From an optimization exercise on the open Yosys and OpenROAD flow, aimed at small area, a short achievable clock period and few clock cycles; shortcuts taken in it are not production practice. The RTL was checked by simulation tests, not by an equivalence proof against the original design. Power and IR drop assume default switching activity.

==> inputs of v23 <==
==> flow/design.v (excerpt) <==
module deadlock_avoidance_safety_check_top #(
    parameter int MAX_PROCESSES = dasc_pkg::MAX_PROCESSES_DEF,
    parameter int MAX_RESOURCES = dasc_pkg::MAX_RESOURCES_DEF,
    parameter int COUNT_WIDTH   = dasc_pkg::COUNT_WIDTH_DEF
) (
    input  logic                 clk,
    input  logic                 rst_n,
    input  logic                 cfg_we,
    input  logic [dasc_pkg::CFG_IDX_W-1:0] cfg_index,
    input  logic [dasc_pkg::CFG_W-1:0]     cfg_data,
    input  logic                 item_valid,
    output logic                 item_ready,
    input  logic [2:0]           item_command,
    input  logic [3:0]           item_process_index,
    input  logic [3:0]           item_resource_index,
    input  logic [7:0]           item_amount,
    input  logic                 item_request_last,
    output logic                 result_valid,
    input  logic                 result_ready,
    output logic [1:0]           result_status,
    output logic [3:0]           result_sequence_process,
    output logic                 result_last
);
export LEC_CHECK = 0
export CAP_MARGIN = 20
export CORE_MARGIN = 2
export CORE_UTILIZATION = 45
export SETUP_SLACK_MARGIN = 2.5
export SLEW_MARGIN = 20
export TNS_END_PERCENT = 10
create_clock -name core_clock -period 6.5 [get_ports {clk}]
run.sh (not shown) runs the stock make flow with config.mk's settings and CLKGATE_MAP_FILE= SYNTH_SCRIPT=/design/flow/synth_recipe.tcl, a recipe that flattens the netlist after the stock synthesis.
==> inputs of v16, as changes to v23 <==
--- a/flow/design.v
+++ b/flow/design.v
@@ -93,18 +93,16 @@
     localparam logic [3:0] S_WAITR  = 4'd7;    
     localparam logic [3:0] S_WAITD  = 4'd8;    
     logic [3:0]  state_q, state_d;
     logic [4:0]  np_cfg_q, nr_cfg_q;
     logic [15:0] np_mask, nr_mask;
     logic [15:0] cur_q;           
     logic [15:0] jp_q;            
     logic [15:0] gp_q;            
-    logic [15:0] rowok_q;         
-    logic        ovn_q, ova_q;    
     logic [15:0] fin_q;           
     logic        prog_q;          
     logic [4:0]  count_q;         
     logic [3:0]  order_q [N];
     logic [2:0]  npend_q;         
     logic [1:0]  dup_q;           
     logic        clean_q;         
     logic        safe_q;          
@@ -152,17 +150,17 @@
     assign is_check = (item_command == 3'd3);
     assign is_req   = (item_command == 3'd4);
     assign is_none  = item_command[2] && (item_command[1:0] != 2'd0);
     assign is_tbl   = is_alloc || is_claim;
     assign base_u = ~fin_q & np_mask;
     assign item_ready = !st_clear && (is_none || (is_req && !item_request_last)
                                       || st_idle && (!is_check || !clean_q || spend_q || (npend_q != 3'd7))
                                       || is_avail && (st_grant || st_run || st_waitd || st_waitr)
-                                      || is_tbl && (st_waitd || st_waitr || (st_run && rowok_q[item_process_index]))
+                                      || is_tbl && (st_waitd || st_waitr || (st_run && !base_u[item_process_index]))
                                       || is_check && clean_q && (st_run || st_waitd) && (dup_q != 2'd3));
     assign acc = item_valid && item_ready;
     always_comb
     begin
         for (int j = 0; j < N; j++)
         begin
             p_dec[j] = (item_process_index == 4'(j));
             r_dec[j] = (item_resource_index == 4'(j));
@@ -198,18 +196,18 @@
             req_nz[r]       = (work_q[r][7:0] != 8'd0);
             diff[r]         = {1'b0, avail_q[r]} - {1'b0, work_q[r][7:0]};
             req_gt_avail[r] = diff[r][8];
         end
     end
     assign fits       = &(le | ~nr_mask);
     assign over_need  = |(nr_mask & gtc & req_nz);
     assign over_avail = |(nr_mask & req_gt_avail);
-    assign jres       = st_grant && (ovn_q || ova_q);
-    assign jpass      = st_grant && !ovn_q && !ova_q;
+    assign jres       = st_judge && (over_need || over_avail);
+    assign jpass      = st_judge && !over_need && !over_avail;
     logic [15:0] gt, after, others, after_lo, others_lo, next_sel, rsel;
     logic        have_after, prog, more, step, done, safe;
     logic [3:0]  cur_idx;
     function automatic logic [15:0] lowest(input logic [15:0] v);
         logic [15:0] o;
         logic        seen;
         o    = '0;
         seen = 1'b0;
@@ -248,17 +246,17 @@
     logic [1:0] jcode;
     logic [2:0] dup_tot;
     assign k_last     = (k_q == 4'd15) || !np_mask[k_q + 4'd1];
     assign out_free   = !out_valid_q || result_ready;
     assign emit_act   = (npend_q != 3'd0);
     assign deliver    = !emit_act && !spend_q && out_free;
     assign emit_load  = emit_act && out_free;
     assign emit_end   = emit_load && (!safe_q || k_last);
-    assign jcode      = st_waitr ? code_q : (ovn_q ? 2'd2 : 2'd3);
+    assign jcode      = st_waitr ? code_q : (over_need ? 2'd2 : 2'd3);
     assign nsingle    = (jres || st_waitr) && !spend_q;
     assign direct     = nsingle && deliver;
     assign sload      = spend_q && !emit_act && out_free;
     assign judge_load = direct || sload;
     assign dup_tot    = dup_q + {2'd0, acc_dup_run};
     assign settle     = !emit_act && !spend_q && ((st_check && done) || st_waitd);
     always_comb
     begin
@@ -268,24 +266,24 @@
             S_IDLE:
             begin
                 if (acc_check)
                     state_d = S_CSTART;
                 else if (acc_judge)
                     state_d = ((cur_q & p_dec) != 16'd0) ? S_JUDGE : S_JLOAD;
             end
             S_JLOAD: state_d = S_JUDGE;
-            S_JUDGE:  state_d = S_GRANT;
-            S_GRANT:
+            S_JUDGE:
             begin
-                if (jres)
-                    state_d = nsingle ? S_IDLE : S_WAITR;
+                if (jpass)
+                    state_d = S_GRANT;
                 else
-                    state_d = gp_q[0] ? S_CSTART : S_CHECK;
+                    state_d = nsingle ? S_IDLE : S_WAITR;
             end
+            S_GRANT:  state_d = gp_q[0] ? S_CSTART : S_CHECK;
             S_CSTART: state_d = S_CHECK;
             S_CHECK:
             begin
                 if (done)
                     state_d = settle ? S_IDLE : S_WAITD;
             end
             S_WAITD:
             begin
@@ -326,62 +324,42 @@
                 npend_q <= npend_q - {2'd0, emit_end} + {2'd0, acc_dup_idle};
             spend_q <= (spend_q && !sload) || (nsingle && !direct);
             if (settle)
                 dup_q <= '0;
             else
                 dup_q <= dup_tot;
             if (cfg_we || tbl_write)
                 clean_q <= 1'b0;
-            else if (acc_check || jpass)
+            else if (acc_check || st_grant)
                 clean_q <= 1'b1;
             state_q <= state_d;
         end
     end
-    always_ff @(posedge clk or negedge rst_n)
-    begin
-        if (!rst_n)
-        begin
-            jp_q  <= 16'd1;
-            cur_q <= 16'd1;
-        end
-        else
-        begin
-            if (wr_req)
-                jp_q <= p_dec;
-            if (acc_check || st_judge)
-                cur_q <= 16'd1;
-            else if (step && !done)
-                cur_q <= next_sel;
-            else if (st_idle || step || st_waitd || jres || st_waitr)
-                cur_q <= wr_req ? p_dec : jp_q;
-        end
-    end
     always_ff @(posedge clk)
     begin
         if (st_judge)
-        begin
-            ovn_q <= over_need;
-            ova_q <= over_avail;
-        end
-        if (st_grant)
-            code_q <= ovn_q ? 2'd2 : 2'd3;
+            code_q <= over_need ? 2'd2 : 2'd3;
         else if (st_check)
             code_q <= {1'b0, safe};
         if (settle)
             safe_q <= st_waitd ? code_q[0] : safe;
         if (nsingle)
             scode_q <= jcode;
+        if (wr_req)
+            jp_q <= p_dec;
         if (acc_judge)
             gp_q <= p_dec;
         if (acc_check || jpass)
-            rowok_q <= ~np_mask;
-        else
-            rowok_q <= ~np_mask | fin_q;
-        if (acc_check || jpass)
+            cur_q <= 16'd1;
+        else if (step && !done)
+            cur_q <= next_sel;
+        else if (st_idle || step || st_waitd || (st_judge && !jpass) || st_waitr)
+            cur_q <= wr_req ? p_dec : jp_q;
+        if (acc_check || st_grant)
         begin
             fin_q   <= '0;
             prog_q  <= 1'b0;
             count_q <= '0;
         end
         else if (step)
         begin
             if (fits)
@@ -413,26 +391,26 @@
         always_ff @(posedge clk)
             if (step && fits && (count_q[3:0] == 4'(j)))
                 order_q[j] <= cur_idx;
     end
     logic wr_alloc, wr_claim;
     logic [15:0] row_ok;
     assign wr_alloc = item_valid && is_alloc;
     assign wr_claim = item_valid && is_claim;
-    assign row_ok   = (st_idle || st_waitd || st_waitr) ? 16'hffff : (st_run ? rowok_q : 16'd0);
+    assign row_ok   = (st_idle || st_waitd || st_waitr) ? 16'hffff : (st_run ? ~base_u : 16'd0);
     for (genvar r = 0; r < N; r++)
     begin : g_col
         logic [7:0] a_bus, crow, arow;
         assign a_bus = st_clear ? 8'd0 : (st_grant ? sum[r][7:0] : item_amount);
         for (genvar p = 0; p < N; p++)
         begin : g_row
             logic a_en, c_en;
             assign a_en = st_clear || (wr_alloc && r_dec[r] && p_dec[p] && row_ok[p])
-                          || (jpass && gp_q[p] && nr_mask[r]);
+                          || (st_grant && gp_q[p] && nr_mask[r]);
             assign c_en = st_clear || (wr_claim && r_dec[r] && p_dec[p] && row_ok[p]);
             always_ff @(posedge clk)
             begin
                 if (a_en)
                     alloc_q[p][r] <= a_bus;
                 if (c_en)
                     claim_q[p][r] <= st_clear ? 8'd0 : item_amount;
             end
@@ -448,27 +426,27 @@
             end
         end
         always_ff @(posedge clk)
         begin
             if (st_clear)
                 avail_q[r] <= 8'd0;
             else if (wr_avail && r_dec[r])
                 avail_q[r] <= item_amount;
-            else if (jpass && nr_mask[r])
+            else if (st_grant && nr_mask[r])
                 avail_q[r] <= diff[r][7:0];
             if (st_clear)
                 req_q[r] <= 8'd0;
             else if (wr_req && r_dec[r])
                 req_q[r] <= item_amount;
             if (acc_check)
                 work_q[r] <= {1'b0, avail_q[r]};
             else if (acc_judge)
                 work_q[r] <= {1'b0, r_dec[r] ? item_amount : req_q[r]};
-            else if (jpass)
+            else if (st_grant)
                 work_q[r] <= {1'b0, diff[r][7:0]};
             else if (step && fits)
                 work_q[r] <= {work_q[r][8] || sum[r][8], sum[r][7:0]};
             rc_q[r] <= crow;
             ra_q[r] <= arow;
         end
     end
     assign result_valid            = out_valid_q;
==> notes.md <==
- Post-synth ARST share: 0.00447
- Sequential cell area share: 0.593
- Minimum clock period: around 4.7 ns
- Delay-heaviest family, CP: compound AO/OA/AOI/OAI gates
- First-pass GRT wire length: 974000 um
- Slowest stage delay, CP: 0.52 ns
- Outcome: no timing/DRC/antenna violations
- Power Total: approximately 140000 uW
- Post-synthesis compound-gate area fraction: 0.147
- Grt met3 use: 0.0657
That was v16.
==> notes.md <==
- Antenna Violating Nets Remaining: 1
- SO Viols: antenna violations
- Power Total: between 100000 and 150000 uW
- Ranking of synthesized cells by area: edfxtp_1 63%, dfxtp_1 5.5%, a22oi_1 3.7%
- Post-synthesis compound-gate area fraction: 0.149
- Slowest stage delay, CP: about 0.55 ns
- Minimum clock period: ~4.5 ns
- First-pass GRT wire length: 1090000 um
- Sequential cell area share: 0.578
- Outcome: complete, but fails checks
- Delay-heaviest family, CP: multiplexers
That was v23.
Testbench counts of v23, summed over its fixed seeds: cycles 12,388.
Testbench counts of v16, summed over its fixed seeds: cycles 12,362.

[port drivers added, routing unchanged]
In the flow no input, the clock included, has a driving cell. The finished layouts below were timed again as built, in two steps. Step 1, drivers: a clkbuf_16 drives clk and a buf_2 each remaining input, both assumed. Step 2, shift: input delay + t, output delay - t, t = (earliest + latest rising clock arrival at the registers) / 2. This alone moves slack from input paths to output paths. a / b / c = ideal / step 1 / step 2; a / b = the first two.
| run | t, ns | setup slack, ns | worst setup path at the end |
|---|---|---|---|
| v23 | 1.203 | 2.007 / 1.887 / 0.914 | input to register |
| v16 | 1.154 | 1.753 / 1.637 / 0.682 | input to register |
The setup slack of v23, which loses most, moves by -0.120 ns with the drivers and by -1.093 ns with both steps.
